Context: an optimization exercise on an open-source flow, tuned for small area. The choices shown serve that exercise and are no tape-out recipe.
Where RTL was checked, it was by simulation tests only, not by an equivalence proof against the original.

job 9463:
==> flow/design.v (excerpt) <==
module layer_top (
   input  logic             clk,
   input  logic             reset,
   input  logic             s_valid,
   input  logic             m_ready,
   input  layer_pkg::data_t data_in,
   output logic             s_ready,
   output logic             m_valid,
   output layer_pkg::data_t data_out
);
Settings: LEC_CHECK=0, CAP_MARGIN=20, CORE_MARGIN=2, CORE_UTILIZATION=40, SLEW_MARGIN=20; clock period 7.0 ns.
standard.sh (not shown) runs the stock make flow with config.mk's settings and CLKGATE_MAP_FILE= SYNTH_SCRIPT=/design/flow/synth_recipe.tcl, a recipe that flattens the netlist after the stock synthesis.
==> flow/flow/run.sh <==
#!/bin/bash
# The standard layout (standard.sh) with extra ORFS make variables, one
# per line in flow/make_vars. Each ORFS step keeps its own log under
# orfs/logs; make's own output goes to flow_make.log here.
set -euo pipefail
args=()
while IFS= read -r line; do
   [[ -z "$line" || "$line" == \#* ]] && continue
   args+=("$line")
done < flow/make_vars
bash standard.sh "${args[@]}" finish > flow_make.log 2>&1
==> flow/flow/make_vars <==
BUFFER_PORTS_ARGS=-buffer_cell sky130_fd_sc_hd__buf_1
GPL_KEEP_OVERFLOW=0
Here is what was changed in the inputs of job 7164 compared with job 9463.
==> flow/flow/run.sh <==
#!/bin/bash
# The standard synthesis, then its combinational logic mapped again by
# ABC with an area-oriented script (flow/abc_resyn.script): the standard
# synthesis's registers and adder cells stay exactly as they are, with their
# names. Then the standard layout of that netlist, with extra ORFS make
# variables from flow/make_vars (one per line).
# Logs: flow_synth.log and flow_make.log (make's output), flow_resyn.log
# (Yosys); each ORFS step also keeps its own log under orfs/logs.
set -euo pipefail
args=()
while IFS= read -r line; do
   [[ -z "$line" || "$line" == \#* ]] && continue
   args+=("$line")
done < flow/make_vars

bash standard.sh "${args[@]}" synth > flow_synth.log 2>&1

RES=orfs/results/$FLOW_PLATFORM/layer_top/base
LIB=$FLOW_HOME/platforms/$FLOW_PLATFORM/lib/sky130_fd_sc_hd__tt_025C_1v80.lib
YOSYS=$FLOW_HOME/../tools/install/yosys/bin/yosys
DONT_USE=$(grep -o 'sky130_fd_sc_hd__[a-z0-9_]*' $FLOW_HOME/platforms/$FLOW_PLATFORM/config.mk | sort -u | sed 's/^/-dont_use /' | tr '\n' ' ')
cp $RES/1_2_yosys.v 1_2_yosys_standard.v
cat > resyn.ys <<EOT
read_liberty -ignore_miss_func $LIB
read_verilog 1_2_yosys_standard.v
hierarchy -top $FLOW_TOP
blackbox sky130_fd_sc_hd__dfxtp_1 sky130_fd_sc_hd__edfxtp_1 sky130_fd_sc_hd__fa_1 sky130_fd_sc_hd__ha_1 sky130_fd_sc_hd__conb_1
tee -o resyn_stat_before.txt stat -liberty $LIB
flatten
opt -purge
abc -script $PWD/flow/abc_resyn.script -liberty $LIB $DONT_USE -constr $PWD/orfs/objects/$FLOW_PLATFORM/layer_top/base/abc.constr
splitnets
opt_clean -purge
hilomap -singleton -hicell sky130_fd_sc_hd__conb_1 HI -locell sky130_fd_sc_hd__conb_1 LO
insbuf -buf sky130_fd_sc_hd__buf_4 A X
tee -o resyn_stat_after.txt stat -liberty $LIB
write_verilog -noattr -nohex -nodec 1_2_yosys_resyn.v
EOT
$YOSYS -s resyn.ys > flow_resyn.log 2>&1
# The new netlist must be fully mapped and hold the same registers
cat > resyn_check.ys <<EOT
read_liberty -lib $LIB
read_verilog 1_2_yosys_resyn.v
hierarchy -check -top $FLOW_TOP
check -assert -mapped
EOT
$YOSYS -s resyn_check.ys > flow_resyn_check.log 2>&1
regs() { grep -oE 'sky130_fd_sc_hd__e?dfxtp_[0-9]+ +\\?[^ ]+' "$1" | sort; }
if ! diff <(regs 1_2_yosys_standard.v) <(regs 1_2_yosys_resyn.v) > flow_resyn_regs.diff; then
   echo "registers differ from the standard synthesis" >&2
   exit 1
fi
cp 1_2_yosys_resyn.v $RES/1_2_yosys.v
rm -f $RES/1_synth.odb
bash standard.sh "${args[@]}" finish > flow_make.log 2>&1
==> flow/flow/abc_resyn.script (new file) <==
strash
dch -f
amap
topo
stime -c
==> flow/flow/make_vars <==
BUFFER_PORTS_ARGS=-buffer_cell sky130_fd_sc_hd__buf_1
CTS_BUF_LIST=sky130_fd_sc_hd__clkbuf_8
GPL_KEEP_OVERFLOW=0
PLACE_DENSITY=0.8
Notes after the runs:
Summary — via count, job 7164 relative to job 9463: higher, by 1029.
Cmp job 7164 vs job 9463: final area lower in job 7164
Lower worst setup slack was reported by job 7164, not job 9463.
Here is what was changed in the inputs of job 1297 compared with job 7164.
==> flow/flow/abc_resyn.script <==
&get -n
&st
&syn2
&dch -f
&nf -a -R 1000
&put
topo
stime -c
dnsize -c
-- flow/flow/make_vars --
<<< job 7164, line 3
GPL_KEEP_OVERFLOW=0
PLACE_DENSITY=0.8
>>> job 1297, line 3
GPL_KEEP_OVERFLOW=0
## What came out
Job 1297 can be clocked faster than job 7164.
Job 1297 has more setup slack than job 7164.
Summary of job 1297 over job 7164: final weighted congestion in routability-driven placement went down by 0.039, synthesis-to-layout area growth has decreased, worst-case reg-to-reg path depth dropped 8, hold slack went down 3.7 ps.
In the metrics for job 7164 and job 1297, the one carrying the higher clock period minus worst slack is job 7164.
Job 1297 vs job 7164 — number of global-route vias before repair dropped by a few percent

---

Another version of the RTL of layer_top (not shown whole).
For scale: roughly 1,300 cells after synthesis, about 180 flip-flops, roughly 13,000 um^2 of cells after synthesis.
make LEC_CHECK=0 CAP_MARGIN=0 CORE_MARGIN=2 CORE_UTILIZATION=40 CTS_BUF_LIST='sky130_fd_sc_hd__clkbuf_4 sky130_fd_sc_hd__clkbuf_8' GPL_TIMING_DRIVEN=0 SLEW_MARGIN=0 finish   # period 7.0 ns
run.sh (not shown) runs the stock make flow with config.mk's settings and CLKGATE_MAP_FILE= SYNTH_SCRIPT=/design/flow/synth_recipe.tcl, a recipe that flattens the netlist after the stock synthesis.
Stock flow here: none of the scripts above is used.
Rerun with:
==> flow/config.mk (replaced) <==
export PLATFORM = sky130hd
export DESIGN_NAME = layer_top
export DESIGN_NICKNAME = layer_top
export VERILOG_FILES = /design/flow/design.v
export SDC_FILE = /design/flow/constraint.sdc
export NUM_CORES = 4
export LEC_CHECK = 0
export CAP_MARGIN = 20
export CORE_MARGIN = 2
export CORE_UTILIZATION = 40
export SLEW_MARGIN = 20
After rerunning: Fmax increases by 0.80%. Via count is higher by 0.46%. Die area does not change. Synthesized area stays the same. Core utilization increases by 1.0 points.

---

== red ==
Another version of the RTL of layer_top (not shown whole).
For scale: about 1300 cells after synthesis, ~38 I/O pins.
export LEC_CHECK = 0
export CAP_MARGIN = 20
export CORE_MARGIN = 2
export CORE_UTILIZATION = 40
export SLEW_MARGIN = 20
create_clock -name core_clock -period 7.0 [get_ports {clk}]
standard.sh (not shown) runs the stock make flow with config.mk's settings and CLKGATE_MAP_FILE= SYNTH_SCRIPT=/design/flow/synth_recipe.tcl, a recipe that flattens the netlist after the stock synthesis.
==> flow/flow/run.sh <==
#!/bin/bash
# The standard synthesis, then its combinational logic mapped again by
# ABC with an area-oriented script (flow/abc_resyn.script): the standard
# synthesis's registers and adder cells stay exactly as they are, with their
# names. Then the standard layout of that netlist, with extra ORFS make
# variables from flow/make_vars (one per line).
# Logs: flow_synth.log and flow_make.log (make's output), flow_resyn.log
# (Yosys); each ORFS step also keeps its own log under orfs/logs.
set -euo pipefail
args=()
while IFS= read -r line; do
   [[ -z "$line" || "$line" == \#* ]] && continue
   args+=("$line")
done < flow/make_vars

bash standard.sh "${args[@]}" synth > flow_synth.log 2>&1

RES=orfs/results/$FLOW_PLATFORM/layer_top/base
LIB=$FLOW_HOME/platforms/$FLOW_PLATFORM/lib/sky130_fd_sc_hd__tt_025C_1v80.lib
YOSYS=$FLOW_HOME/../tools/install/yosys/bin/yosys
DONT_USE=$(grep -o 'sky130_fd_sc_hd__[a-z0-9_]*' $FLOW_HOME/platforms/$FLOW_PLATFORM/config.mk | sort -u | sed 's/^/-dont_use /' | tr '\n' ' ')
cp $RES/1_2_yosys.v 1_2_yosys_standard.v
cat > resyn.ys <<EOT
read_liberty -ignore_miss_func $LIB
read_verilog 1_2_yosys_standard.v
hierarchy -top $FLOW_TOP
blackbox sky130_fd_sc_hd__dfxtp_1 sky130_fd_sc_hd__edfxtp_1 sky130_fd_sc_hd__fa_1 sky130_fd_sc_hd__ha_1 sky130_fd_sc_hd__conb_1
tee -o resyn_stat_before.txt stat -liberty $LIB
flatten
opt -purge
abc -script $PWD/flow/abc_resyn.script -liberty $LIB $DONT_USE -constr $PWD/orfs/objects/$FLOW_PLATFORM/layer_top/base/abc.constr
splitnets
opt_clean -purge
hilomap -singleton -hicell sky130_fd_sc_hd__conb_1 HI -locell sky130_fd_sc_hd__conb_1 LO
insbuf -buf sky130_fd_sc_hd__buf_4 A X
tee -o resyn_stat_after.txt stat -liberty $LIB
write_verilog -noattr -nohex -nodec 1_2_yosys_resyn.v
EOT
$YOSYS -s resyn.ys > flow_resyn.log 2>&1
# The new netlist must be fully mapped and hold the same registers
cat > resyn_check.ys <<EOT
read_liberty -lib $LIB
read_verilog 1_2_yosys_resyn.v
hierarchy -check -top $FLOW_TOP
check -assert -mapped
EOT
$YOSYS -s resyn_check.ys > flow_resyn_check.log 2>&1
regs() { grep -oE 'sky130_fd_sc_hd__e?dfxtp_[0-9]+ +\\?[^ ]+' "$1" | sort; }
if ! diff <(regs 1_2_yosys_standard.v) <(regs 1_2_yosys_resyn.v) > flow_resyn_regs.diff; then
   echo "registers differ from the standard synthesis" >&2
   exit 1
fi
cp 1_2_yosys_resyn.v $RES/1_2_yosys.v
rm -f $RES/1_synth.odb
bash standard.sh "${args[@]}" finish > flow_make.log 2>&1
==> flow/flow/abc_resyn.script <==
strash
dch -f
amap
strash
dch -f
amap
topo
stime -c
==> flow/flow/make_vars <==
BUFFER_PORTS_ARGS=-buffer_cell sky130_fd_sc_hd__buf_1
GPL_KEEP_OVERFLOW=0
PLACE_DENSITY=0.8
CTS_ARGS=-sink_clustering_enable -repair_clock_nets -buf_list sky130_fd_sc_hd__clkbuf_8 -dont_use_dummy_load
Relative to red, the following input files were edited for blue:
==> flow/flow/abc_resyn.script <==
strash
dch -f
amap
topo
stime -c
--- a/flow/flow/make_vars
+++ b/flow/flow/make_vars
@@ -3 +3 @@
-PLACE_DENSITY=0.8
+PLACE_DENSITY=0.85
==> comparison <==
blue finished every step from synthesis to the final layout, and the layout passed the timing, design-rule and antenna checks. Summary: with red as the reference, instance area at placement in blue moved down slightly. On sequential share of layout area, blue and red are basically level. In the final design statistics, blue uses fewer standard cells in total than red.
Function was not checked in any run of this note: the RTL went through the layout flow alone.

---

RTL: one of the versions met above, not the one the previous note started from.
For scale: ~1300 cells after synthesis, ~180 flip-flops.
## layer_top
module layer_top (
   input  logic             clk,
   input  logic             reset,
   input  logic             s_valid,
   input  logic             m_ready,
   input  layer_pkg::data_t data_in,
   output logic             s_ready,
   output logic             m_valid,
   output layer_pkg::data_t data_out
);
clock: 7.0 ns
lec_check: 0
cap_margin: 20
core_margin: 2
core_utilization: 40
slew_margin: 20
==> flow/flow/run.sh <==
#!/bin/bash
# The standard layout (standard.sh) with extra ORFS make variables, one
# per line in flow/make_vars. Each ORFS step keeps its own log under
# orfs/logs; make's own output goes to flow_make.log here.
set -euo pipefail
args=()
while IFS= read -r line; do
   [[ -z "$line" || "$line" == \#* ]] && continue
   args+=("$line")
done < flow/make_vars
bash standard.sh "${args[@]}" finish > flow_make.log 2>&1
==> flow/flow/make_vars <==
BUFFER_PORTS_ARGS=-buffer_cell sky130_fd_sc_hd__buf_1
CTS_ARGS=-sink_clustering_enable -repair_clock_nets -buf_list sky130_fd_sc_hd__clkbuf_8 -sink_buffer_max_cap_derate 0.5
Edit:
==> flow/flow/make_vars (replaced) <==
BUFFER_PORTS_ARGS=-buffer_cell sky130_fd_sc_hd__buf_1
CTS_BUF_LIST=sky130_fd_sc_hd__clkbuf_8
GPL_TIMING_DRIVEN=0
Outcome: The new run finished clean; critical path depth fell by 2; area after synthesis does not change; worst hold slack is worse by 0.013 ns; routed wire length climbs by roughly a tenth; cell count went up by a few percent.
Edit:
==> flow/flow/run.sh (replaced) <==
#!/bin/bash
# The standard layout, with the port buffers made of the platform's
# smallest plain buffer instead of the delay buffer buffer_ports picks.
# Each ORFS step keeps its own log under orfs/logs; make's output goes to
# flow_make.log here.
set -euo pipefail
bash standard.sh "BUFFER_PORTS_ARGS=-buffer_cell sky130_fd_sc_hd__buf_1" finish > flow_make.log 2>&1
removed: flow/flow/make_vars
What happened: Clock-buffer cell count is unchanged. Routed wire length shrinks by 9.7%. Global-route usage goes down by 2.5 points. Maximum frequency rises by 4.3%. Utilization hardly moves. Flip-flop and latch count does not change. Die area stays the same. Via count drops by 5.0%. Synthesized area does not change.

---

== job 7295 ==
layer_top again, from the RTL that the note above started with.
// layer_top
module layer_top (
   input  logic             clk,
   input  logic             reset,
   input  logic             s_valid,
   input  logic             m_ready,
   input  layer_pkg::data_t data_in,
   output logic             s_ready,
   output logic             m_valid,
   output layer_pkg::data_t data_out
);
clock: 7.0 ns
lec_check: 0
cap_margin: 20
core_margin: 2
core_utilization: 40
slew_margin: 20
==> flow/flow/run.sh <==
#!/bin/bash
# The standard layout (standard.sh) with extra ORFS make variables, one
# per line in flow/make_vars. Each ORFS step keeps its own log under
# orfs/logs; make's own output goes to flow_make.log here.
set -euo pipefail
args=()
while IFS= read -r line; do
   [[ -z "$line" || "$line" == \#* ]] && continue
   args+=("$line")
done < flow/make_vars
bash standard.sh "${args[@]}" finish > flow_make.log 2>&1
==> flow/flow/make_vars <==
BUFFER_PORTS_ARGS=-buffer_cell sky130_fd_sc_hd__buf_1
CTS_BUF_LIST=sky130_fd_sc_hd__clkbuf_8
CTS_CLUSTER_SIZE=10
### job 7295 -> job 9875
==> flow/flow/make_vars <==
BUFFER_PORTS_ARGS=-buffer_cell sky130_fd_sc_hd__buf_1
GLOBAL_PLACEMENT_ARGS=-timing_driven_nets_percentage 0
Notes after the runs:
- Compared with job 7295, job 9875 shows a maximum operating frequency that is about 4% lower.
- [compare] base=job 7295 new=job 9875: sequential share of layout area went down by 0.44 points, cell depth of the worst setup path went up by 4.5%, iteration-0 DRC count of the detailed router went down by about 30%, final design instance area without fill went up by about 1.6%, cell count after placement was more or less identical.
- Against job 7295, job 9875 reports a required arrival time at the worst endpoint that is lower.
- On count of clock-buffer cells in the layout, the lower figure sits with job 9875, not job 7295.
- Job 9875 vs. job 7295: share of cell area taken by multi-input logic gates decreased by 0.87 points relative to the old numbers; global routing usage summed across all routing layers level.
### job 9875 -> job 941
==> flow/flow/make_vars <==
BUFFER_PORTS_ARGS=-buffer_cell sky130_fd_sc_hd__buf_1
CTS_BUF_LIST=sky130_fd_sc_hd__clkbuf_8
==> notes.md <==
The lower final area came out of job 941.
Comparing job 9875 and job 941, the lower cell count along the critical path is on job 941.
Modified inputs, job 1373 compared to job 941
==> flow/flow/make_vars <==
BUFFER_PORTS_ARGS=-buffer_cell sky130_fd_sc_hd__buf_1
CTS_BUF_LIST=sky130_fd_sc_hd__clkbuf_8
GPL_KEEP_OVERFLOW=0
Findings:
Where worst-case setup margin in the final layout is concerned, job 941 is better than job 1373.
Share of post-route cells with drive strength above 1 (higher): job 941
Delta (job 1373 minus job 941): met1 routed wirelength after detailed routing moved down; non-clock buffer count moved down; global-route usage moved down; met3 layer wire length in the routed design moved up; worst hold-check slack moved up.
Of job 1373 and job 941, the run reporting the lower register-to-register slack was job 1373.

afterwards: timing with drivers on the ports:
The results above use ideal ports. As a check the final layouts listed here were re-extracted and re-timed, cells and wires unchanged.
Step 1, drivers: a clkbuf_16 drives clk and a buf_2 each remaining input, both assumed.
Step 2, shift: input delay + t, output delay - t, t = (earliest + latest rising clock arrival at the registers) / 2. This alone moves slack from input paths to output paths.
a / b / c = ideal / step 1 / step 2; a / b = the first two.
run | shift t [ns] | slack for setup (ns) | worst register clock-pin slew, ns | cell pins on the clock port's net
job 9463 | 0.484 | 0.475 / 0.475 / 0.475 | 0.09 / 0.09 | 1
job 7164 | 0.494 | 0.281 / 0.281 / 0.281 | 0.10 / 0.10 | 1
job 1297 | 0.504 | 0.441 / 0.441 / 0.441 | 0.11 / 0.11 | 1
the first run of note 2 | 0.532 | 0.149 / 0.149 / -0.341 | 0.12 / 0.12 | 1
the second run of note 2 | 0.505 | 0.204 / 0.229 / -0.276 | 0.09 / 0.09 | 1
red | 0.486 | 0.386 / 0.386 / 0.089 | 0.10 / 0.10 | 1
blue | 0.482 | 0.273 / 0.273 / 0.079 | 0.10 / 0.10 | 1
the first run of note 4 | 0.510 | 0.612 / 0.612 / 0.612 | 0.11 / 0.11 | 1
the second run of note 4 | 0.504 | 0.338 / 0.338 / 0.338 | 0.11 / 0.11 | 1
the third run of note 4 | 0.484 | 0.610 / 0.610 / 0.610 | 0.08 / 0.08 | 1
job 7295 | 0.510 | 0.612 / 0.612 / 0.612 | 0.11 / 0.11 | 1
job 9875 | 0.479 | 0.342 / 0.342 / 0.342 | 0.08 / 0.08 | 1
job 941 | 0.510 | 0.612 / 0.612 / 0.612 | 0.11 / 0.11 | 1
job 1373 | 0.519 | 0.504 / 0.504 / 0.504 | 0.12 / 0.12 | 1
Met with ideal ports but missed after step 2: setup timing in the first run of note 2 and the second run of note 2. The setup slack of the first run of note 2, which loses most, moves by 0.000 ns with the drivers and by -0.490 ns with both steps.
